From an optimization exercise on the open Yosys and OpenROAD flow, aimed at small area, a short achievable clock period and few clock cycles per item; shortcuts taken in it are not production practice. At most, simulation tests tie the RTL to the original design; equivalence was not proved. The RTL of run 3 was laid out without a check of its function.

==> design.v <==
module aes_inv_cipher_ctrl (
  input  logic         clk,
  input  logic         rst,
  input  logic         in_valid,
  output logic         in_ready,
  input  logic [127:0] in_block,
  output logic [3:0]   rk_idx,
  input  logic [127:0] rk_data,
  output logic         out_valid,
  input  logic         out_ready,
  output logic [127:0] out_block,
  output logic         busy
);
  function automatic logic [3:0] g4_mul(input logic [3:0] a, input logic [3:0] b);
    logic [3:0] p;
    logic [6:0] t;
    t = ({3'b0,a} & {7{b[0]}}) ^ ({2'b0,a,1'b0} & {7{b[1]}}) ^ ({1'b0,a,2'b0} & {7{b[2]}}) ^ ({a,3'b0} & {7{b[3]}});
    p = {t[3] ^ t[6], t[2] ^ t[5] ^ t[6], t[1] ^ t[4] ^ t[5], t[0] ^ t[4]};
    g4_mul = p;
  endfunction
  function automatic logic [3:0] g4_inv(input logic [3:0] a);
    case (a)
      4'd0: g4_inv = 4'd0;
      4'd1: g4_inv = 4'd1;
      4'd2: g4_inv = 4'd9;
      4'd3: g4_inv = 4'd14;
      4'd4: g4_inv = 4'd13;
      4'd5: g4_inv = 4'd11;
      4'd6: g4_inv = 4'd7;
      4'd7: g4_inv = 4'd6;
      4'd8: g4_inv = 4'd15;
      4'd9: g4_inv = 4'd2;
      4'd10: g4_inv = 4'd12;
      4'd11: g4_inv = 4'd5;
      4'd12: g4_inv = 4'd10;
      4'd13: g4_inv = 4'd4;
      4'd14: g4_inv = 4'd3;
      4'd15: g4_inv = 4'd8;
      default: g4_inv = 4'd0;
    endcase
  endfunction
  function automatic logic [11:0] sb_a(input logic [7:0] x);
    logic [7:0] t;
    logic [3:0] h, l, d;
    t = {x[1] ^ x[2] ^ x[6] ^ x[7], x[1] ^ x[2] ^ x[3] ^ x[4] ^ x[5] ^ x[7], ~(x[0] ^ x[4] ^ x[5] ^ x[6]), ~(x[1] ^ x[2] ^ x[7]), x[0] ^ x[1] ^ x[2] ^ x[4], x[1] ^ x[4] ^ x[5], ~(x[0] ^ x[1] ^ x[5]), ~(x[4] ^ x[5])};
    h = t[7:4]; l = t[3:0];
    d = {h[0] ^ h[1] ^ h[2], h[1] ^ h[2], h[0] ^ h[1], h[2] ^ h[3]} ^ g4_mul(h, l) ^ {l[3], l[1] ^ l[3], l[2], l[0] ^ l[2]};
    sb_a = {h, h ^ l, g4_inv(d)};
  endfunction
  function automatic logic [7:0] sb_b(input logic [11:0] u);
    logic [7:0] o;
    o = {g4_mul(u[11:8], u[3:0]), g4_mul(u[7:4], u[3:0])};
    sb_b = {o[1] ^ o[5], o[1] ^ o[2] ^ o[4] ^ o[6], o[1] ^ o[5] ^ o[7], o[2] ^ o[6] ^ o[7], o[2] ^ o[3], o[2] ^ o[3] ^ o[5] ^ o[7], o[4] ^ o[5] ^ o[6], o[0] ^ o[1] ^ o[5] ^ o[7]};
  endfunction
  function automatic logic [7:0] xtime(input logic [7:0] b);
    xtime = {b[6:0], 1'b0} ^ (b[7] ? 8'h1b : 8'h00);
  endfunction
  function automatic logic [31:0] inv_mix_column(input logic [31:0] a);
    logic [7:0] u, v, b0, b1, b2, b3, t;
    u  = xtime(xtime(a[7:0] ^ a[23:16]));
    v  = xtime(xtime(a[15:8] ^ a[31:24]));
    b0 = a[7:0] ^ u;
    b1 = a[15:8] ^ v;
    b2 = a[23:16] ^ u;
    b3 = a[31:24] ^ v;
    t  = b0 ^ b1 ^ b2 ^ b3;
    inv_mix_column = {b3 ^ t ^ xtime(b3 ^ b0), b2 ^ t ^ xtime(b2 ^ b3),
                      b1 ^ t ^ xtime(b1 ^ b2), b0 ^ t ^ xtime(b0 ^ b1)};
  endfunction
  function automatic logic [127:0] inv_shift_rows(input logic [127:0] s);
    logic [127:0] o;
    for (int c = 0; c < 4; c++)
      for (int r = 0; r < 4; r++)
        o[8*(r + 4*c) +: 8] = s[8*(r + 4*((c - r + 4) % 4)) +: 8];
    inv_shift_rows = o;
  endfunction
  logic [127:0] s_q, t_q;
  logic [191:0] u_q;
  logic         s_v, u_v, t_v;
  logic [3:0]   s_k, u_k, t_k;
  logic         t_w;         
  logic [3:0]   rk_q;
  logic         t_fin, stall, enter, young;
  logic [127:0] sr, t_src, t_d, s_d, imc;
  assign t_fin = t_v && (t_k == 4'd0);
  assign stall = t_fin && !out_ready;
  assign young = (s_v && s_k == 4'd10) || t_w;
  assign in_ready = !u_v && !t_fin && !young;
  assign enter = in_valid && in_ready;
  assign sr = inv_shift_rows(s_q);
  logic [191:0] u_n;
  always_comb begin
    for (int i = 0; i < 16; i++) begin
      u_n[12*i +: 12] = sb_a(sr[8*i +: 8]);
      t_src[8*i +: 8] = sb_b(u_q[12*i +: 12]);
    end
    for (int c = 0; c < 4; c++) imc[32*c +: 32] = inv_mix_column(t_q[32*c +: 32]);
  end
  assign t_d = (enter ? in_block : t_src) ^ rk_data;
  assign s_d = t_w ? t_q : imc;
  always_ff @(posedge clk) begin
    if (!stall) begin
      s_q <= s_d;
      u_q <= u_n;
      t_q <= t_d;
    end
  end
  always_ff @(posedge clk or posedge rst) begin
    if (rst) begin
      s_v  <= 1'b0;
      u_v  <= 1'b0;
      t_v  <= 1'b0;
      s_k  <= '0;
      u_k  <= '0;
      t_k  <= '0;
      t_w  <= 1'b0;
      rk_q <= 4'd10;
    end else if (!stall) begin
      s_v  <= t_v && !t_fin;
      s_k  <= t_k;
      u_v  <= s_v;
      u_k  <= s_k;
      t_v  <= u_v || enter;
      t_k  <= enter ? 4'd10 : u_k - 4'd1;
      t_w  <= enter;
      rk_q <= s_v ? s_k - 4'd1 : 4'd10;
    end
  end
  assign rk_idx    = rk_q;
  assign out_valid = t_fin;
  assign out_block = t_q;
  assign busy      = s_v || u_v || t_v;
endmodule
==> run.sh <==
#!/bin/bash
# synth_recipe.tcl (not shown) runs the flow's synth.tcl, then flattens the netlist and writes it again
# the make line also repeats each setting of config.mk as NAME=value (left out here)
make -C /OpenROAD-flow-scripts/flow DESIGN_CONFIG=/design/flow/config.mk WORK_HOME=/design/flow/orfs CLKGATE_MAP_FILE= SYNTH_SCRIPT=/design/flow/synth_recipe.tcl finish
==> config.mk <==
export PLATFORM = sky130hd
export DESIGN_NAME = aes_inv_cipher_ctrl
export DESIGN_NICKNAME = aes_inv_cipher_ctrl
export VERILOG_FILES = /design/flow/design.v
export SDC_FILE = /design/flow/constraint.sdc
export NUM_CORES = 4
export LEC_CHECK = 0
export CAP_MARGIN = 20
export CORE_MARGIN = 2
export CORE_UTILIZATION = 40
export SLEW_MARGIN = 20
==> constraint.sdc <==
create_clock -name core_clock -period 9.0 [get_ports {clk}]
set_input_delay 1.8000 -clock core_clock [delete_from_list [all_inputs] [get_ports {clk}]]
set_output_delay 1.8000 -clock core_clock [all_outputs]
set_load 0.01 [all_outputs]
==> summary.txt, run 1 <==
CTS
  – Max Root-Sink Buffers: 3
  – Root Buffer: clkbuf_16
  – PostCTS Resize Cnt: 0
  – H-tree Lvls: 2
  – Num CTS Buffers: 56
  – Worst-path clk slew: 0.06 ns
  – TritonCTS clock tree: done
  – Clock sinks: 468
  – Hold buffer count at cts: 0
  – Skew-Pair Late Insertion Delay: 0.65 ns
  – Post-CTS setup buffers: 0

GRT
  – GRT overflow: 0
  – GR Util met3: 0.0378
  – Antenna violations before repair: 13
  – First-pass GRT wire length: 186000 um
  – Vias in the first global route: 32700
  – Grt met1 use: 0.267
  – Most Used Layer, Global Route: met2
  – Largest net degree at the start of global routing: 189
  – Met2 Use GR: 0.327
  – Gr usage total: 0.200

Die
  – Die span in x: 344 um
  – Die Ht: 344 um
  – Starting Density: 0.404
  – Core area: 115000 sq um
  – Die ar.: 119000 sq um
  – Row cnt: 124
  – I/O Pins: 395

Layout
  – Fillers: 10900
  – Storage cell area: 14000 sq um
  – Footprint of the multi-input gates: 30900 sq um
  – Nets: 5623
  – Layout area overhead: 14.8%
  – Share of cells above drive strength 1: 0.0472
  – Final Util: 0.464

Routing
  – Post-route ant nets: 0
  – Initial drt markers: 1989
  – Via density: 4.96
  – Routed WL: 121000 um
  – DRC viols: 0
  – Drt pass-1 iters: 7
  – Wire length per cell: 17.9 um
  – DR vias: 33600

STA
  – Rel. slew slack: 0.199
  – Worst slew pin tran: 1.19 ns
  – TNS Setup: 0 ns
  – Final worst clock skew: 0.0216 ns
  – Fmax: 0.202 GHz
  – Tcrit/Tclk final: 0.551
  – RSZ-0062 raised after global routing: no
  – Endpoints failing setup: 0
  – Final Max Tran Viols: 0
  – Final Hold Fails: 0
  – Fin crit period: 4.96 ns

Yosys
  – Asr flop ratio synth: 0.0427
  – Syn avg cell area: 9.26 sq um
  – Sequential-to-total area share from yosys stat: 0.301
  – Synth unique cells: 93
  – Warnings, synthesis: 1
  – EDFF count, synth: 448
  – Synth Register Bits: 468
  – Syn_nets: 5411
  – Ys flop type: edfxtp_1
  – Mapped Area: 46300 sq um
  – Mapped Cells: 5004

Worst setup path
  – CP Class: reg -> out
  – Worst reg2reg setup slack: 4.67 ns
  – FF-to-FF path depth: 6
  – Worst Setup End Kind: output port
  – Startpoint types: flip-flop
  – Req. time, crit path: 7.20 ns
  – WP data arrival: 3.16 ns
  – Worst r2r dst: u_q[104]
  – Reg2Reg Launch Point: t_k[1]
  – CP max FO: 63

Worst hold path
  – Worst Hold Class: reg -> reg
  – Hold path depth: 1
  – Hold path start: t_k[1]
  – Hold Crit Endpoint: s_k[1]

Placement
  – DP HPWL: 93000 um
  – RD Place Congestion: 0.885
  – Port bufs: 394

Flow run
  – Max-Cap Viols: 0

Run status
  – Outcome: complete, no violations
==> placed cells by master (no fill, tap or decap), drive strengths merged, types with 18 or more instances in the layout <==
master,count
a211oi,21
dfrtp,18
o211ai,18
mux2i,65
nand3,34
xnor3,21
clkinv,22
nor3,52
mux2,33
a21oi,148
xor2,657
a31oi,19
inv,127
nor2b,39
edfxtp,448
nand2,819
clkbuf,66
nor2,183
mux4,21
o21ai,275
xnor2,1334
ha,147
clkdlybuf4s50,394
nand2b,43
==> stage by stage <==
step / setup slack [ns] / std cells / instance area [sq um] / hold WS [ns]
final: 4.04 / 6770 / 53200 / 0.449
after global routing: 3.92 / 6770 / 53200 / 0.480
after CTS: 4.03 / 6769 / 53200 / 0.453
after detailed placement: 3.53 / 6670 / 51200 / 0.439
after global placement: 3.54 / 6670 / 51200 / 0.438
after floorplan: 1.09 / 5004 / 46300 / 0.428
==> cell families after synthesis <==
family / synth area share
multiplexers: 0.0324
adder cells (fa/ha/maj): 0.0406
XOR/XNOR: 0.399
AO/OA/AOI/OAI: 0.0761
buffers and inverters: 0.0326
flip-flops: 0.301
AND/OR/NAND/NOR: 0.117
==> worst max-delay path: stages (launching register included) <==
cell             delay, ns
dfrtp_4               0.71
nor4_1                1.08
clkdlybuf4s50_1       0.71
==> final cells by class <==
cell class	instances	share of cell area
Multi-Input combinational cell	4159	0.581
Sequential cell	468	0.262
Inverter	127	0.00927
Tap cell	1512	0.0356
Clock inverter	33	0.00729
Timing Repair Buffer	404	0.0758
Clock buffer	66	0.0290
Antenna cell	1	0.0000471
==> worst max-delay path by stage <==
stage / start / cells after the start / slack (ns) / to
floorplan: out_ready / 2 / 1.09 / s_q[0]
global placement: out_ready / 5 / 3.54 / t_q[67]
detailed placement: out_ready / 5 / 3.53 / u_q[105]
CTS: t_w / 2 / 4.03 / in_ready
global route: out_ready / 5 / 3.92 / u_q[104]
finish: t_w / 2 / 4.04 / in_ready
==> synthesized netlist by cell type (all sizes together), types with 19 or more instances <==
cell type / instances / area share
xnor2: 1334 / 0.26
nand2: 819 / 0.066
xor2: 657 / 0.13
edfxtp: 448 / 0.29
o21ai: 275 / 0.030
clkbuf: 186 / 0.015
nor2: 183 / 0.015
a21oi: 148 / 0.016
ha: 147 / 0.040
inv: 124 / 0.010
mux2i: 65 / 0.014
buf: 64 / 0.0072
nor3: 52 / 0.0057
nand2b: 43 / 0.0058
nor2b: 39 / 0.0053
nand3: 34 / 0.0037
mux2: 33 / 0.0081
a211oi: 21 / 0.0035
mux4: 21 / 0.010
xnor3: 21 / 0.010
a31oi: 19 / 0.0026
==> flip-flops by register name, indices dropped and copies added, names as in the netlist <==
name and count:
u_k 4, t_v 1, s_q 128, u_q 192, t_k 4, s_v 1
t_q 128, rk_q 4, u_v 1, t_w 1, s_k 4
==> layer usage <==
layer / part of all wire / up-vias
met5: 0.00097 / -
met4: 0.030 / 18
met3: 0.054 / 171
met2: 0.46 / 669
met1: 0.45 / 15800
li1: - / 16900
Testbench counts, summed over its fixed seeds: cycles 8,504, items 768.
==> run 2: changes to the inputs <==
--- a/config.mk
+++ b/config.mk
@@ -9,3 +9,4 @@
 export CORE_MARGIN = 2
-export CORE_UTILIZATION = 40
+export CORE_UTILIZATION = 60
+export SETUP_SLACK_MARGIN = 5
 export SLEW_MARGIN = 20
==> run 2 against run 1 <==
Against the previous run: sequential cell count did not move; area after synthesis did not move; wire length fell by 6.3%; first-iteration DRC count rose by 15%; clock skew rose by 0.0024 ns; global-route usage rose by 7.9 points; utilization rose by 23 points; critical endpoint is now u_q[147]; maximum frequency rose by 25%; register-to-register slack improved by 0.55 ns; largest cell class unchanged; cell area fell by 0.24%; critical path depth rose by 4.
==> summary.txt, run 2 <==
Routing
  – Post-route ant nets: 0 (unchanged)
  – Initial drt markers: 2278 (+15%)
  – DR vias: 34300 (+2.2%)
  – Via density: 5.44 (+9.5%)
  – Drt pass-1 iters: 6 (-1)
  – Routed WL: 114000 um (-6.3%)
  – Wire length per cell: 18.0 um (+0.48%)
  – DRC viols: 0 (unchanged)

Layout
  – ANT cells: 0 (-1)
  – Reg with most FFs: u_q
  – Most frequent cells in the layout: 1274 x xnor2_1, 818 x nand2_1, 633 x xor2_1, 448 x edfxtp_1, 392 x clkdlybuf4s50_1
  – Max reg flops: 192 (unchanged)
  – Layout area overhead: 14.6%
  – Share of cells above drive strength 1: 0.0568 (+0.00958)
  – Regs by FF count: u_q x192, s_q x128, t_q x128
  – Nets: 5647 (+0.43%)
  – Fillers: 6086 (-44%)
  – Commonest non-fill, non-tap cell in the layout: xnor2_1

GRT
  – Vias in the first global route: 32300 (-1.2%)
  – Largest net degree at the start of global routing: 244 (+29%)
  – GRT overflow: 0 (unchanged)
  – First-pass GRT wire length: 176000 um (-5.4%)
  – Gr usage total: 0.279 (+0.0791)
  – Antenna violations before repair: 1 (-12)

STA
  – Fin crit period: 3.98 ns (-0.976 ns)
  – TNS Setup: 0 ns (unchanged)
  – Rel. slew slack: 0.168 (-0.0307)
  – Fmax: 0.251 GHz (+25%)
  – Tcrit/Tclk final: 0.442 (-0.108)
  – Final Hold Fails: 0 (unchanged)
  – Final worst clock skew: 0.0240 ns (+0.00236 ns)
  – Final Max Tran Viols: 0 (unchanged)
  – Endpoints failing setup: 0 (unchanged)
  – RSZ-0062 raised after global routing: no
  – Hold Worst Slack: 0.504 ns (+0.0551 ns)
  – Worst slew pin tran: 1.25 ns (+0.0570 ns)

Die
  – Starting Density: 0.608 (+0.204)
  – Row cnt: 101 (-19%)
  – Die span in x: 282 um (-18%)
  – Die ar.: 79400 sq um (-33%)
  – Die Ht: 282 um (-18%)
  – Core area: 76200 sq um (-34%)
  – I/O Pins: 395 (unchanged)

Worst setup path
  – Startpoint types: input pin
  – Worst Setup EP: u_q[147]
  – Worst Setup End Kind: flip-flop
  – Crit. Startpoint: out_ready
  – CP Class: in -> reg
  – Reg2Reg Launch Point: s_q[55]
  – Worst reg2reg setup slack: 5.22 ns (+0.55 ns)
  – WP data arrival: 4.34 ns (+1.18 ns)
  – Worst r2r dst: u_q[168]
  – CP max FO: 243 (+290%)
  – FF-to-FF path depth: 11 (+5)
  – Req. time, crit path: 9.36 ns (+2.16 ns)

CTS
  – Root Buffer: clkbuf_16
  – Skew-Pair Late Insertion Delay: 0.63 ns (-0.02 ns)
  – Num CTS Buffers: 57 (+1.8%)
  – Clock sinks: 468 (unchanged)
  – Max Root-Sink Buffers: 3 (unchanged)
  – H-tree Lvls: 2 (unchanged)
  – Worst-path clk slew: 0.06 ns (about the same)
  – TritonCTS clock tree: done
  – Hold buffer count at cts: 0 (unchanged)

Yosys
  – Most frequent cell after synthesis: xnor2_1
  – Mapped Area: 46300 sq um (unchanged)
  – Synth Area in Simple Gates: 0.117 (unchanged)
  – Synth unique cells: 93 (unchanged)
  – Synth Area in XOR/XNOR: 0.399 (unchanged)
  – Asr flop ratio synth: 0.0427 (unchanged)
  – Proportion of synthesized area in mux cells: 0.0324 (unchanged)
  – EDFF count, synth: 448 (unchanged)
  – Sequential-to-total area share from yosys stat: 0.301 (unchanged)
  – Mapped Cells: 5004 (unchanged)
  – Synth top area cells: edfxtp_1 29%, xnor2_1 24%, xor2_1 12%
  – Syn avg cell area: 9.26 sq um (unchanged)
  – Post-synthesis compound-gate area fraction: 0.0761 (unchanged)
  – Ys flop type: edfxtp_1
  – Post-synthesis adder-cell area fraction: 0.0406 (unchanged)
  – Yosys top cell by area: edfxtp_1
  – Yosys top cell area share: 0.290 (unchanged)
  – Synth cell count leaders: 1294 x xnor2_1, 819 x nand2_1, 641 x xor2_1
  – Syn_nets: 5411 (unchanged)
  – Combinational family with the most area after synthesis: XOR/XNOR gates
  – Warnings, synthesis: 1 (unchanged)
  – Synth Register Bits: 468 (unchanged)

Placement
  – RD Place Congestion: 0.936 (+5.8%)
  – DP HPWL: 85900 um (-7.6%)
  – Port bufs: 394 (unchanged)

Worst hold path
  – Worst Hold Class: reg -> reg

Run status
  – Outcome: complete, no violations

Flow run
  – Max-Cap Viols: 0 (unchanged)
==> run 2: what timing repair did <==
action	CTS	global route
buffers inserted	5	19
pin swaps	1	2
endpoints found under the setup margin	12	205
gates cloned	0	0
hold endpoints to repair	0	0
gates resized for setup	12	35
==> run 2: worst min-delay path by stage <==
| stage | from | endpoint | cells past startpoint |
|---|---|---|---|
| finish | rk_q[2] | rk_q[2] | 2 |
| detailed placement | t_k[1] | s_k[1] | 1 |
| global route | rk_q[2] | rk_q[2] | 2 |
| floorplan | t_k[1] | s_k[1] | 1 |
| global placement | t_k[1] | s_k[1] | 1 |
| CTS | rk_q[2] | rk_q[2] | 2 |
==> run 2: worst max-delay path, cell delays in order <==
cell and delay [ns]:
clkdlybuf4s50_1 0.44, nor2b_2 0.12, buf_4 0.31, clkinv_16 0.32, buf_12 0.55, buf_12 0.22
==> run 2: final cells by class <==
class,count,area [sq um],share of cell area
Multi-Input combinational cell,4159,31200,0.587
Clock buffer,74,1580,0.0299
Tap cell,1030,1290,0.0243
Clock inverter,31,320,0.00604
Inverter,127,503,0.00948
Sequential cell,468,14000,0.263
Timing Repair Buffer,427,4230,0.0798
==> run 2: per-stage QoR <==
| step | area, sq um | setup slack, ns | util | std cells |
|---|---|---|---|---|
| after floorplan | 46300 | 5.06 | - | 5004 |
| after global placement | 50600 | 4.45 | 0.664 | 6186 |
| after detailed placement | 50600 | 4.45 | 0.664 | 6186 |
| after CTS | 52600 | 5.01 | 0.691 | 6296 |
| after global routing | 53100 | 4.99 | 0.696 | 6316 |
| final | 53100 | 5.02 | 0.696 | 6316 |
==> run 2: cells by family (layout without fill, tap and decap cells) <==
kind of cell               count (synthesis)  count (layout)
xor gates and xnor gates                2016            2016
and+or+nand+nor                         1276            1276
AOI/OAI and AO/OA                        597             597
DFF                                      468             468
buffers and inverters                    377             659
adders and majority gates                151             151
muxes                                    119             119
==> run 2: per-layer routing <==
metal,GRT usage,part of all wire,vias to the layer above
met5,0,0.00014,-
met4,0.0790,0.027,2
met3,0.0274,0.049,182
met2,0.476,0.48,868
met1,0.377,0.44,16300
li1,-,-,17000
==> run 3: changes to the inputs <==
--- a/design.v
+++ b/design.v
@@ -82,9 +82,9 @@
   logic [3:0]   rk_q;
-  logic         t_fin, stall, enter, young;
+  logic         fin_q;       
+  logic         rdy_q;       
+  logic         busy_q;
+  logic         stall, enter;
   logic [127:0] sr, t_src, t_d, s_d, imc;
-  assign t_fin = t_v && (t_k == 4'd0);
-  assign stall = t_fin && !out_ready;
-  assign young = (s_v && s_k == 4'd10) || t_w;
-  assign in_ready = !u_v && !t_fin && !young;
-  assign enter = in_valid && in_ready;
+  assign stall = fin_q && !out_ready;
+  assign enter = in_valid && rdy_q;
   assign sr = inv_shift_rows(s_q);
@@ -107,21 +107,39 @@
   end
+  logic       s_v_n, u_v_n, t_v_n, t_w_n;
+  logic [3:0] s_k_n, u_k_n, t_k_n;
+  always_comb begin
+    s_v_n = t_v && !fin_q;
+    s_k_n = t_k;
+    u_v_n = s_v;
+    u_k_n = s_k;
+    t_v_n = u_v || enter;
+    t_k_n = enter ? 4'd10 : u_k - 4'd1;
+    t_w_n = enter;
+  end
   always_ff @(posedge clk or posedge rst) begin
     if (rst) begin
-      s_v  <= 1'b0;
-      u_v  <= 1'b0;
-      t_v  <= 1'b0;
-      s_k  <= '0;
-      u_k  <= '0;
-      t_k  <= '0;
-      t_w  <= 1'b0;
-      rk_q <= 4'd10;
+      s_v    <= 1'b0;
+      u_v    <= 1'b0;
+      t_v    <= 1'b0;
+      s_k    <= '0;
+      u_k    <= '0;
+      t_k    <= '0;
+      t_w    <= 1'b0;
+      rk_q   <= 4'd10;
+      fin_q  <= 1'b0;
+      rdy_q  <= 1'b1;
+      busy_q <= 1'b0;
     end else if (!stall) begin
-      s_v  <= t_v && !t_fin;
-      s_k  <= t_k;
-      u_v  <= s_v;
-      u_k  <= s_k;
-      t_v  <= u_v || enter;
-      t_k  <= enter ? 4'd10 : u_k - 4'd1;
-      t_w  <= enter;
-      rk_q <= s_v ? s_k - 4'd1 : 4'd10;
+      s_v    <= s_v_n;
+      s_k    <= s_k_n;
+      u_v    <= u_v_n;
+      u_k    <= u_k_n;
+      t_v    <= t_v_n;
+      t_k    <= t_k_n;
+      t_w    <= t_w_n;
+      rk_q   <= s_v ? s_k - 4'd1 : 4'd10;
+      fin_q  <= u_v && u_k == 4'd1;
+      rdy_q  <= !u_v_n && !(u_v && u_k == 4'd1) &&
+                !((s_v_n && s_k_n == 4'd10) || t_w_n);
+      busy_q <= s_v_n || u_v_n || t_v_n;
     end
@@ -129,5 +147,6 @@
   assign rk_idx    = rk_q;
-  assign out_valid = t_fin;
+  assign in_ready  = rdy_q;
+  assign out_valid = fin_q;
   assign out_block = t_q;
-  assign busy      = s_v || u_v || t_v;
+  assign busy      = busy_q;
 endmodule
==> flow/run.sh (new file) <==
#!/bin/bash
set -euo pipefail
MARGIN=${MARGIN:-6.0}
bash standard.sh SETUP_SLACK_MARGIN=$MARGIN CORE_UTILIZATION=60 finish > flow_make.log 2>&1
==> standard.sh (new file) <==
#!/bin/bash
# synth_recipe.tcl (not shown) runs the flow's synth.tcl, then flattens the netlist and writes it again
# the make line also repeats each setting of config.mk as NAME=value (left out here)
make -C /OpenROAD-flow-scripts/flow DESIGN_CONFIG=/design/flow/config.mk WORK_HOME=/design/flow/orfs CLKGATE_MAP_FILE= SYNTH_SCRIPT=/design/flow/synth_recipe.tcl "${@:-finish}"
--- a/config.mk
+++ b/config.mk
@@ -9,4 +9,3 @@
 export CORE_MARGIN = 2
-export CORE_UTILIZATION = 60
-export SETUP_SLACK_MARGIN = 5
+export CORE_UTILIZATION = 40
 export SLEW_MARGIN = 20
removed: run.sh
==> run 3 against run 2 <==
Against the previous run: critical path depth grew 6; utilization grew 12 points; hold slack gained 0.0022 ns; wire length grew 23%; critical endpoint is now u_q[181]; clock-buffer cell count shrank 1; clock skew grew 0.0015 ns; cell count grew 13%; sequential share of layout area shrank 4.2 points; sequential cell count grew 3; non-clock buffer count grew 651.
==> summary.txt, run 3 <==
Worst hold path
  – Hold path start: rk_q[0]
  – Hold path depth: 2 (unchanged)
  – Worst Hold Class: reg -> reg
  – Hold Crit Endpoint: rk_q[0]

CTS
  – H-tree Lvls: 2 (unchanged)
  – Skew-Pair Late Insertion Delay: 0.64 ns (about the same)
  – TritonCTS clock tree: done
  – Root Buffer: clkbuf_16
  – Num CTS Buffers: 57 (unchanged)
  – Clock sinks: 471 (+0.64%)
  – Worst-path clk slew: 0.06 ns (about the same)
  – Hold buffer count at cts: 0 (unchanged)
  – Max Root-Sink Buffers: 3 (unchanged)

Layout
  – Regs by FF count: u_q x192, s_q x128, t_q x128
  – Storage cell area: 14000 sq um (+0.55%)
  – Commonest non-fill, non-tap cell in the layout: xnor2_1
  – ANT cells: 0 (unchanged)
  – Footprint of the multi-input gates: 36200 sq um (+16%)
  – Layout area overhead: 34.8%
  – Share of cells above drive strength 1: 0.262 (+0.205)
  – Most frequent cells in the layout: 1008 x xnor2_1, 811 x nand2_1, 591 x buf_4, 565 x xor2_1, 448 x edfxtp_1
  – Fillers: 4739 (-22%)
  – Nets: 6461 (+14%)
  – Reg with most FFs: u_q
  – Max reg flops: 192 (unchanged)

Worst setup path
  – CP Class: reg -> reg
  – Reg2Reg Launch Point: s_q[26]
  – Startpoint types: flip-flop
  – CP max FO: 5 (-98%)
  – Worst r2r dst: u_q[181]
  – Req. time, crit path: 9.36 ns (about the same)
  – WP data arrival: 3.73 ns (-0.61 ns)
  – Worst Setup End Kind: flip-flop
  – Crit. Startpoint: s_q[26]
  – Worst reg2reg setup slack: 5.64 ns (+0.42 ns)
  – FF-to-FF path depth: 12 (+1)

Yosys
  – Synth Register Bits: 471 (+0.64%)
  – Asr flop ratio synth: 0.0488 (+0.00610)
  – Warnings, synthesis: 1 (unchanged)
  – Ys flop type: edfxtp_1
  – Sequential-to-total area share from yosys stat: 0.299 (-0.00265)
  – Most frequent cell after synthesis: xnor2_1
  – Syn_nets: 5568 (+2.9%)
  – Yosys top cell by area: edfxtp_1
  – Synth unique cells: 85 (-8.6%)
  – Synth top area cells: edfxtp_1 29%, xnor2_1 23%, xor2_1 12%
  – Mapped Area: 47000 sq um (+1.4%)
  – Synth cell count leaders: 1236 x xnor2_1, 819 x nand2_1, 661 x xor2_1
  – EDFF count, synth: 448 (unchanged)
  – Yosys top cell area share: 0.286 (-0.00412)
  – Syn avg cell area: 9.10 sq um (-1.6%)
  – Mapped Cells: 5161 (+3.1%)

Die
  – Row cnt: 102 (+0.99%)
  – Die Ht: 284 um (+0.71%)
  – I/O Pins: 395 (unchanged)
  – Die ar.: 80600 sq um (+1.4%)
  – Die span in x: 284 um (+0.71%)
  – Core area: 77500 sq um (+1.7%)
  – Starting Density: 0.606 (-0.00132)

STA
  – Endpoints failing setup: 0 (unchanged)
  – TNS Setup: 0 ns (unchanged)
  – Tcrit/Tclk final: 0.374 (-0.0687)
  – Worst slew pin tran: 1.12 ns (-0.127 ns)
  – Final Hold Fails: 0 (unchanged)
  – Rel. slew slack: 0.253 (+0.0848)
  – Setup slack after layout: 5.64 ns (+0.619 ns)
  – Final worst clock skew: 0.0255 ns (+0.00152 ns)
  – Fmax: 0.297 GHz (+18%)
  – Final Max Tran Viols: 0 (unchanged)
  – Fin crit period: 3.36 ns (-0.619 ns)
  – RSZ-0062 raised after global routing: yes

GRT
  – Antenna violations before repair: 1 (unchanged)
  – Gr usage total: 0.313 (+0.0342)
  – GRT overflow: 0 (unchanged)
  – Largest net degree at the start of global routing: 141 (-42%)
  – Vias in the first global route: 38100 (+18%)
  – First-pass GRT wire length: 205000 um (+17%)

Flow run
  – Max-Cap Viols: 0 (unchanged)

Routing
  – Post-route ant nets: 0 (unchanged)
  – DR vias: 40100 (+17%)
  – Drt pass-1 iters: 5 (-1)
  – Initial drt markers: 2997 (+32%)
  – Via density: 5.61 (+3.2%)
  – DRC viols: 0 (unchanged)
  – Routed WL: 140000 um (+23%)
  – Wire length per cell: 19.6 um (+9.2%)

Placement
  – DP HPWL: 84100 um (-2.2%)
  – RD Place Congestion: 0.899 (-3.9%)
  – Port bufs: 394 (unchanged)
  – Pre-CTS WS: 4.08 ns (-0.370 ns)

Run status
  – Outcome: complete, no violations
[run 3: logic make-up (layout without fill, tap and decap cells)]
group	after synthesis	after routing	synth area share
adder cells (fa/ha/maj)	149	149	0.0396
flip-flops	471	471	0.299
multiplexers	119	119	0.0295
buffers and inverters	408	1342	0.0347
AND/OR/NAND/NOR	1332	1336	0.121
AO/OA/AOI/OAI	693	693	0.0862
XOR/XNOR	1989	1993	0.391
[run 3: layout make-up]
cell class                      count  area share
Timing Repair Buffer             1078       0.146
Tap cell                         1040      0.0205
Inverter                          152     0.00999
Sequential cell                   471       0.222
Clock inverter                     35     0.00506
Multi-Input combinational cell   4290       0.571
Timing Repair inverter              4     0.00130
Clock buffer                       73      0.0246
[run 3: what timing repair did]
item / CTS / global route
endpoints found under the setup margin: 786 / 391
gates cloned: 10 / 7
setup buffers: 487 / 181
resized for setup: 870 / 394
pin swaps: 196 / 191
[run 3: how the worst max path moves through the flow]
stage	to	cells after the start
floorplan	s_q[0]	3
global placement	u_q[96]	5
detailed placement	u_q[97]	5
CTS	u_q[168]	12
global route	u_q[181]	13
finish	u_q[181]	12
[run 3: through the flow]
stage | instances | util | hold WS (ns) | cell area (sq um)
finish | 7143 | 0.818 | 0.506 | 63300
global route | 7143 | 0.818 | 0.518 | 63300
CTS | 6955 | 0.767 | 0.510 | 59400
detailed placement | 6350 | 0.671 | 0.492 | 52000
global placement | 6350 | 0.671 | 0.489 | 52000
floorplan | 5161 | - | 0.457 | 47800
[run 3: metal layers]
metal	up-vias	GRT usage	wire, um
li1	18800	-	-
met1	19400	0.410	56300
met2	1495	0.543	70300
met3	326	0.0366	8570
met4	0	0.0952	5020
met5	-	0	0
[run 3: worst max-delay path, stage by stage, from the launching register on]
cell and delay, ns:
edfxtp_1 0.50, buf_4 0.21, xnor2_2 0.25, xnor2_2 0.14
buf_4 0.18, ha_4 0.17, xnor2_2 0.13, xnor2_1 0.14
xnor2_1 0.24, xnor2_1 0.13, xnor2_1 0.30, xnor2_2 0.18
mux4_2 0.51
==> run 4: changes to the inputs <==
--- a/design.v
+++ b/design.v
@@ -41,10 +41,2 @@
   endfunction
-  function automatic logic [11:0] sb_a(input logic [7:0] x);
-    logic [7:0] t;
-    logic [3:0] h, l, d;
-    t = {x[1] ^ x[2] ^ x[6] ^ x[7], x[1] ^ x[2] ^ x[3] ^ x[4] ^ x[5] ^ x[7], ~(x[0] ^ x[4] ^ x[5] ^ x[6]), ~(x[1] ^ x[2] ^ x[7]), x[0] ^ x[1] ^ x[2] ^ x[4], x[1] ^ x[4] ^ x[5], ~(x[0] ^ x[1] ^ x[5]), ~(x[4] ^ x[5])};
-    h = t[7:4]; l = t[3:0];
-    d = {h[0] ^ h[1] ^ h[2], h[1] ^ h[2], h[0] ^ h[1], h[2] ^ h[3]} ^ g4_mul(h, l) ^ {l[3], l[1] ^ l[3], l[2], l[0] ^ l[2]};
-    sb_a = {h, h ^ l, g4_inv(d)};
-  endfunction
   function automatic logic [7:0] sb_b(input logic [11:0] u);
@@ -53,2 +45,11 @@
     sb_b = {o[1] ^ o[5], o[1] ^ o[2] ^ o[4] ^ o[6], o[1] ^ o[5] ^ o[7], o[2] ^ o[6] ^ o[7], o[2] ^ o[3], o[2] ^ o[3] ^ o[5] ^ o[7], o[4] ^ o[5] ^ o[6], o[0] ^ o[1] ^ o[5] ^ o[7]};
+  endfunction
+  function automatic logic [7:0] to_tower(input logic [7:0] x);
+    to_tower = {x[1] ^ x[2] ^ x[6] ^ x[7], x[1] ^ x[2] ^ x[3] ^ x[4] ^ x[5] ^ x[7], ~(x[0] ^ x[4] ^ x[5] ^ x[6]), ~(x[1] ^ x[2] ^ x[7]), x[0] ^ x[1] ^ x[2] ^ x[4], x[1] ^ x[4] ^ x[5], ~(x[0] ^ x[1] ^ x[5]), ~(x[4] ^ x[5])};
+  endfunction
+  function automatic logic [11:0] sb_a2(input logic [7:0] t);
+    logic [3:0] h, l, d;
+    h = t[7:4]; l = t[3:0];
+    d = {h[0] ^ h[1] ^ h[2], h[1] ^ h[2], h[0] ^ h[1], h[2] ^ h[3]} ^ g4_mul(h, l) ^ {l[3], l[1] ^ l[3], l[2], l[0] ^ l[2]};
+    sb_a2 = {h, h ^ l, g4_inv(d)};
   endfunction
@@ -93,3 +94,3 @@
     for (int i = 0; i < 16; i++) begin
-      u_n[12*i +: 12] = sb_a(sr[8*i +: 8]);
+      u_n[12*i +: 12] = sb_a2(sr[8*i +: 8]);
       t_src[8*i +: 8] = sb_b(u_q[12*i +: 12]);
@@ -99,3 +100,5 @@
   assign t_d = (enter ? in_block : t_src) ^ rk_data;
-  assign s_d = t_w ? t_q : imc;
+  always_comb begin
+    for (int i = 0; i < 16; i++) s_d[8*i +: 8] = to_tower(t_w ? t_q[8*i +: 8] : imc[8*i +: 8]);
+  end
   always_ff @(posedge clk) begin
==> run 4 against run 3 <==
Against the previous run: now fails the layout checks on antenna violations; first-iteration DRC count is 18% lower; clock-buffer cell count is 1 lower; clock skew is 0.0026 ns lower; wire length is 11% lower; register-to-register slack better by 0.18 ns; highest routed layer is now met5; maximum frequency is 5.7% higher; cell count is 14% lower; setup slack better by 0.18 ns.
==> summary.txt, run 4 <==
Flow run
  – Max-Cap Viols: 0 (unchanged)

Yosys
  – Sequential-to-total area share from yosys stat: 0.306 (+0.00709)
  – Most frequent cell after synthesis: xnor2_1
  – Syn_nets: 4930 (-11%)
  – Mapped Cells: 4492 (-13%)
  – Asr flop ratio synth: 0.0488 (unchanged)
  – Warnings, synthesis: 1 (unchanged)
  – Syn avg cell area: 10.2 sq um (+12%)
  – Synth unique cells: 58 (-32%)
  – Mapped Area: 45900 sq um (-2.3%)
  – Synth cell count leaders: 1199 x xnor2_1, 775 x nand2_1, 546 x xor2_1
  – EDFF count, synth: 448 (unchanged)
  – Yosys top cell area share: 0.293 (+0.00680)
  – Synth top area cells: edfxtp_1 29%, xnor2_1 23%, xor2_1 10%
  – Synth Register Bits: 471 (unchanged)
  – Yosys top cell by area: edfxtp_1
  – Ys flop type: edfxtp_1

Run status
  – Fail Reasons: antenna violations
  – Outcome: complete, but fails checks

GRT
  – Gr usage total: 0.305 (-0.00880)
  – First-pass GRT wire length: 184000 um (-10%)
  – Largest net degree at the start of global routing: 88 (-38%)
  – Vias in the first global route: 31900 (-16%)
  – GRT overflow: 0 (unchanged)
  – Antenna violations before repair: 5 (+4)

CTS
  – Num CTS Buffers: 55 (-3.5%)
  – Clock sinks: 471 (unchanged)
  – TritonCTS clock tree: done
  – Max Root-Sink Buffers: 3 (unchanged)
  – Skew-Pair Late Insertion Delay: 0.62 ns (-0.02 ns)
  – Root Buffer: clkbuf_16
  – Hold buffer count at cts: 0 (unchanged)
  – H-tree Lvls: 2 (unchanged)
  – Worst-path clk slew: 0.06 ns (about the same)

Worst hold path
  – Worst Hold Class: reg -> reg

Layout
  – Storage cell area: 14000 sq um (about the same)
  – Most frequent cells in the layout: 1054 x xnor2_1, 774 x nand2_1, 506 x xor2_1, 448 x edfxtp_1, 280 x buf_4
  – Max reg flops: 192 (unchanged)
  – Regs by FF count: u_q x192, s_q x128, t_q x128
  – Nets: 5543 (-14%)
  – Layout area overhead: 24.5%
  – Fillers: 5276 (+11%)
  – Share of cells above drive strength 1: 0.180 (-0.0814)
  – Design area: 57100 sq um (-9.8%)
  – Commonest non-fill, non-tap cell in the layout: xnor2_1
  – Footprint of the multi-input gates: 33000 sq um (-8.7%)
  – Reg with most FFs: u_q

Worst setup path
  – WP data arrival: 3.53 ns (-0.20 ns)
  – CP Class: reg -> reg
  – Req. time, crit path: 9.35 ns (about the same)
  – Worst Setup End Kind: flip-flop
  – CP max FO: 7 (+2)
  – Startpoint types: flip-flop

Die
  – I/O Pins: 395 (unchanged)
  – Starting Density: 0.605 (-0.00122)
  – Core area: 75800 sq um (-2.1%)
  – Row cnt: 101 (-0.98%)
  – Die span in x: 281 um (-1.2%)
  – Die Ht: 281 um (-1.2%)
  – Die ar.: 78700 sq um (-2.3%)

STA
  – RSZ-0062 raised after global routing: yes
  – Endpoints failing setup: 0 (unchanged)
  – Final Max Tran Viols: 0 (unchanged)
  – Rel. slew slack: 0.329 (+0.0765)
  – TNS Setup: 0 ns (unchanged)
  – Fin crit period: 3.18 ns (-0.182 ns)
  – Worst slew pin tran: 0.999 ns (-0.122 ns)
  – Fmax: 0.314 GHz (+5.7%)
  – Final Hold Fails: 0 (unchanged)
  – Tcrit/Tclk final: 0.353 (-0.0203)
  – Final worst clock skew: 0.0229 ns (-0.00255 ns)

Placement
  – Port bufs: 394 (unchanged)
  – RD Place Congestion: 0.883 (-1.8%)
  – DP HPWL: 85000 um (+1.1%)
  – Placed cell areas: 50400 sq um (-3.0%)

Routing
  – DR vias: 33400 (-17%)
  – Via density: 5.45 (-2.9%)
  – Initial drt markers: 2466 (-18%)
  – Routed WL: 125000 um (-11%)
  – Post-route ant nets: 1 (+1)
  – Drt pass-1 iters: 6 (+1)
  – DRC viols: 0 (unchanged)
  – Wire length per cell: 20.3 um (+3.7%)
==> run 4: cell count changes in the layout (fill, tap and decap cells not counted), sizes merged, moves of 29 or more <==
cell | previous run | this run
nor3 | 49 | 3
xnor2 | 1288 | 1223
a211oi | 39 | 10
inv | 150 | 70
xnor3 | 22 | 200
nand2 | 821 | 776
ha | 147 | 178
nor2 | 242 | 202
xor2 | 680 | 551
buf | 816 | 498
o21ai | 294 | 173
==> run 4: per-layer routing <==
metal / vias up / routed length [um] / global-route usage / part of all wire
met2: 1104 / 58900 / 0.493 / 0.47
met4: 8 / 3980 / 0.104 / 0.032
li1: 15900 / - / - / -
met5: - / 53 / 0 / 0.00042
met3: 187 / 8770 / 0.0520 / 0.070
met1: 16200 / 53100 / 0.415 / 0.43
==> run 4: final cells by class <==
class / count / area share
diodes: 6 / 0.000263
clock inverters: 27 / 0.00436
well taps: 978 / 0.0214
clock buffers: 72 / 0.0261
repair inverters: 3 / 0.00123
repair buffers: 757 / 0.118
multi-input cells: 3749 / 0.578
inverters: 68 / 0.00493
flip-flops and latches: 471 / 0.246
==> run 4: cells by family after synthesis <==
group,count (synthesis),share of synthesized area
DFF,471,0.306
xor gates and xnor gates,2005,0.460
and+or+nand+nor,1094,0.0960
adders and majority gates,178,0.0485
AOI/OAI and AO/OA,401,0.0486
buffers and inverters,275,0.0240
muxes,68,0.0173
==> run 4: worst max-delay path, stage by stage, from the launching register on <==
cell      delay (ns)
edfxtp_1        0.50
buf_12          0.20
xnor3_1         0.40
xnor3_2         0.31
buf_6           0.11
xnor3_2         0.52
buf_6           0.17
xor2_1          0.16
xnor2_1         0.16
nor2_1          0.18
a21oi_2         0.06
xnor2_1         0.15
==> run 4: per-stage QoR <==
step	worst slack [ns]	util	std cells	hold slack (ns)
after global routing	5.77	0.753	6125	0.515
after CTS	5.82	0.721	6004	0.488
after floorplan	5.52	-	4492	0.457
after global placement	4.47	0.665	5666	0.469
after detailed placement	4.41	0.665	5666	0.467
final	5.82	0.754	6131	0.484
==> run 4: worst paths after layout <==
kind | from | cells after the start | to | slack (ns)
worst max-delay path | t_q[111] | 11 | s_q[123] | 5.82
worst max register to register | t_q[111] | 11 | s_q[123] | 5.82
worst min-delay path | rk_q[0] | 2 | rk_q[0] | 0.48
max in group asynchronous | rst | 2 | t_w | 6.60
worst min register to register | rk_q[0] | 2 | rk_q[0] | 0.48
min in group asynchronous | rst | 2 | t_v | 1.76
==> run 4: what timing repair did <==
| item | 4_1_cts | 5_1_grt |
|---|---|---|
| endpoints found under the setup margin | 832 | 396 |
| buffers inserted | 232 | 121 |
| gates resized for setup | 747 | 241 |
| pin swaps | 76 | 124 |
| cloned | 7 | 0 |
Testbench counts of run 4, summed over its fixed seeds: cycles 8,504, items 768.
==> run 5: changes to the inputs <==
==> flow/run.sh (replaced) <==
#!/bin/bash
set -euo pipefail
MARGIN=${MARGIN:-5.8}
bash standard.sh SETUP_SLACK_MARGIN=$MARGIN finish > flow_make.log 2>&1
--- a/config.mk
+++ b/config.mk
@@ -9,3 +9,6 @@
 export CORE_MARGIN = 2
-export CORE_UTILIZATION = 40
+export CORE_UTILIZATION = 60
+export CTS_CLUSTER_DIAMETER = 100
+export CTS_CLUSTER_SIZE = 30
 export SLEW_MARGIN = 20
+export TNS_END_PERCENT = 0
==> run 5 against run 4 <==
Against the previous run: now clean on timing, DRC and antenna; register-to-register slack lost 0.16 ns; die area did not move; first-iteration DRC count shrank 13%; critical path type is now reg -> out.
==> summary.txt, run 5 <==
GRT
  – Antenna violations before repair: 5 (unchanged)
  – Gr usage total: 0.284 (-0.0201)
  – Most Used Layer, Global Route: met2
  – Grt met1 use: 0.407 (-0.00792)
  – Met2 Use GR: 0.476 (-0.0166)
  – GR Util met3: 0.0241 (-0.0278)
  – Vias in the first global route: 30600 (-4.0%)
  – Largest net degree at the start of global routing: 139 (+58%)
  – GRT overflow: 0 (unchanged)
  – First-pass GRT wire length: 175000 um (-4.9%)

Routing
  – Wire length per cell: 19.2 um (-5.5%)
  – Routed WL: 113000 um (-9.3%)
  – Post-route ant nets: 0 (-1)
  – Drt pass-1 iters: 5 (-1)
  – Via density: 5.38 (-1.3%)
  – DR vias: 31600 (-5.3%)
  – Initial drt markers: 2152 (-13%)
  – DRC viols: 0 (unchanged)

Worst setup path
  – Slowest library cell on the worst path: clkdlybuf4s50_1
  – CP Class: reg -> out
  – Worst reg2reg setup slack: 5.66 ns (-0.16 ns)
  – Worst Setup End Kind: output port
  – Largest delay share family, worst path: buffers and inverters
  – Largest stage delay on the critical path: 0.56 ns (+0.04 ns)
  – Startpoint types: flip-flop
  – CP max FO: 2 (-5)
  – Cells along the critical path: clkdlybuf4s50_1
  – FF-to-FF path depth: 9 (-2)
  – Req. time, crit path: 7.20 ns (-2.15 ns)
  – WP data arrival: 1.59 ns (-1.94 ns)
  – WP depth: 1 (-10)
  – CP bufs+invs: 1 (-2)

Yosys
  – Synth Register Bits: 471 (unchanged)
  – Asr flop ratio synth: 0.0488 (unchanged)
  – Mapped Area: 45900 sq um (unchanged)
  – Most frequent cell after synthesis: xnor2_1
  – Synth top area cells: edfxtp_1 29%, xnor2_1 23%, xor2_1 10%
  – Synth cell count leaders: 1199 x xnor2_1, 775 x nand2_1, 546 x xor2_1
  – Yosys top cell by area: edfxtp_1
  – Syn_nets: 4930 (unchanged)
  – Warnings, synthesis: 1 (unchanged)
  – Mapped Cells: 4492 (unchanged)
  – Syn avg cell area: 10.2 sq um (unchanged)
  – Sequential-to-total area share from yosys stat: 0.306 (unchanged)
  – Synth unique cells: 58 (unchanged)
  – Yosys top cell area share: 0.293 (unchanged)
  – EDFF count, synth: 448 (unchanged)
  – Ys flop type: edfxtp_1

Layout
  – Share of cells above drive strength 1: 0.0661 (-0.114)
  – Reg with most FFs: u_q
  – Fillers: 5896 (+12%)
  – Most frequent cells in the layout: 1184 x xnor2_1, 774 x nand2_1, 542 x xor2_1, 448 x edfxtp_1, 359 x clkdlybuf4s50_1
  – Regs by FF count: u_q x192, s_q x128, t_q x128
  – Commonest non-fill, non-tap cell in the layout: xnor2_1
  – Layout area overhead: 15.2%
  – Nets: 5321 (-4.0%)
  – Max reg flops: 192 (unchanged)
  – Design area: 52900 sq um (-7.5%)

STA
  – Fmax: 0.295 GHz (-6.2%)
  – Endpoints failing setup: 0 (unchanged)
  – Hold Worst Slack: 0.500 ns (+0.0163 ns)
  – Rel. slew slack: 0.336 (+0.00713)
  – Final worst clock skew: 0.0325 ns (+0.00950 ns)
  – RSZ-0062 raised after global routing: yes
  – Fin crit period: 3.39 ns (+0.212 ns)
  – TNS Setup: 0 ns (unchanged)
  – Final Hold Fails: 0 (unchanged)
  – Tcrit/Tclk final: 0.377 (+0.0236)
  – Final Max Tran Viols: 0 (unchanged)
  – Worst slew pin tran: 0.988 ns (-0.0106 ns)

CTS
  – Hold buffer count at cts: 0 (unchanged)
  – Num CTS Buffers: 27 (-51%)
  – Skew-Pair Late Insertion Delay: 0.62 ns (about the same)
  – Max Root-Sink Buffers: 3 (unchanged)
  – H-tree Lvls: 1 (-1)
  – Root Buffer: clkbuf_16
  – Clock sinks: 471 (unchanged)
  – TritonCTS clock tree: done
  – Worst-path clk slew: 0.12 ns (+0.06 ns)

Die
  – I/O Pins: 395 (unchanged)
  – Core area: 75800 sq um (unchanged)
  – Die span in x: 281 um (unchanged)
  – Starting Density: 0.605 (unchanged)
  – Die Ht: 281 um (unchanged)
  – Row cnt: 101 (unchanged)
  – Die ar.: 78700 sq um (unchanged)

Placement
  – DP HPWL: 84900 um (about the same)
  – RD Place Congestion: 0.902 (+2.2%)
  – Placed cell areas: 50300 sq um (-0.18%)
  – Port bufs: 394 (unchanged)

Run status
  – Outcome: complete, no violations

Worst hold path
  – Hold path depth: 2 (unchanged)
  – Worst Hold Class: reg -> reg

Flow run
  – Max-Cap Viols: 0 (unchanged)
[run 5: cell type report]
| class | instances | area [sq um] | area share |
|---|---|---|---|
| repair inverters | 2 | 32.5 | 0.000615 |
| diodes | 1 | 2.50 | 0.0000473 |
| flip-flops and latches | 471 | 14000 | 0.265 |
| clock buffers | 30 | 709 | 0.0134 |
| repair buffers | 567 | 5260 | 0.0995 |
| multi-input cells | 3746 | 31100 | 0.587 |
| clock inverters | 19 | 264 | 0.00499 |
| well taps | 978 | 1220 | 0.0231 |
| inverters | 68 | 282 | 0.00532 |
[run 5: cells by family after synthesis]
family | count (synthesis) | synth area share
multiplexers | 68 | 0.0173
AO/OA/AOI/OAI | 401 | 0.0486
AND/OR/NAND/NOR | 1094 | 0.0960
buffers and inverters | 275 | 0.0240
XOR/XNOR | 2005 | 0.460
adder cells (fa/ha/maj) | 178 | 0.0485
flip-flops | 471 | 0.306
[run 5: layer usage]
metal	vias to the layer above	routed length (um)
met2	815	53700
met3	99	5640
met5	-	8
li1	15400	-
met4	2	2090
met1	15300	51600
[run 5: final timing paths]
check                              start        endpoint
worst max-delay path            t_q[115]  out_block[115]
worst min-delay path             rk_q[0]         rk_q[0]
worst max register to register  t_q[110]        s_q[110]
worst min register to register   rk_q[0]         rk_q[0]
max in group asynchronous            rst             t_w
min in group asynchronous            rst             t_v
[run 5: per-stage QoR]
step	util	worst slack [ns]	instances
after global routing	0.697	5.56	5882
after CTS	0.694	5.58	5870
final	0.697	5.61	5882
after detailed placement	0.664	4.38	5668
after global placement	0.664	4.44	5668
after floorplan	-	5.52	4492
[run 5: timing repair]
action,CTS,global route
endpoints found under the setup margin,781,541
setup buffers,151,11
gates cloned,2,0
resized for setup,55,30
pin swaps,4,5

port drivers added, routing unchanged:
In the flow no input, the clock included, has a driving cell. The finished layouts below were timed again as built, in two steps. Step 1, drivers: a clkbuf_16 drives clk and a buf_2 each remaining input, both assumed. Step 2 also shifts input and output timing later by t, the mid clock arrival at the registers, as if the neighbouring blocks saw the same clock. a / b / c = ideal / step 1 / step 2; a / b = the first two.
run	t, ns	setup WS [ns]	hold slack, ns	slew at the worst register clock pin (ns)	worst slew at a driven data input, ns
run 1	0.717	4.042 / 3.968 / 3.355	0.449 / 0.449 / 0.449	0.07 / 0.07	0.16
run 2	0.689	5.018 / 4.984 / 4.364	0.504 / 0.504 / 0.504	0.07 / 0.07	0.07
run 3	0.691	5.637 / 5.637 / 5.374	0.506 / 0.506 / 0.506	0.07 / 0.07	0.07
run 4	0.673	5.819 / 5.784 / 5.392	0.484 / 0.484 / 0.484	0.07 / 0.07	0.13
run 5	0.681	5.607 / 5.535 / 5.003	0.500 / 0.500 / 0.500	0.12 / 0.12	0.14
The setup slack of run 1, which loses most, moves by -0.074 ns with the drivers and by -0.687 ns with both steps.
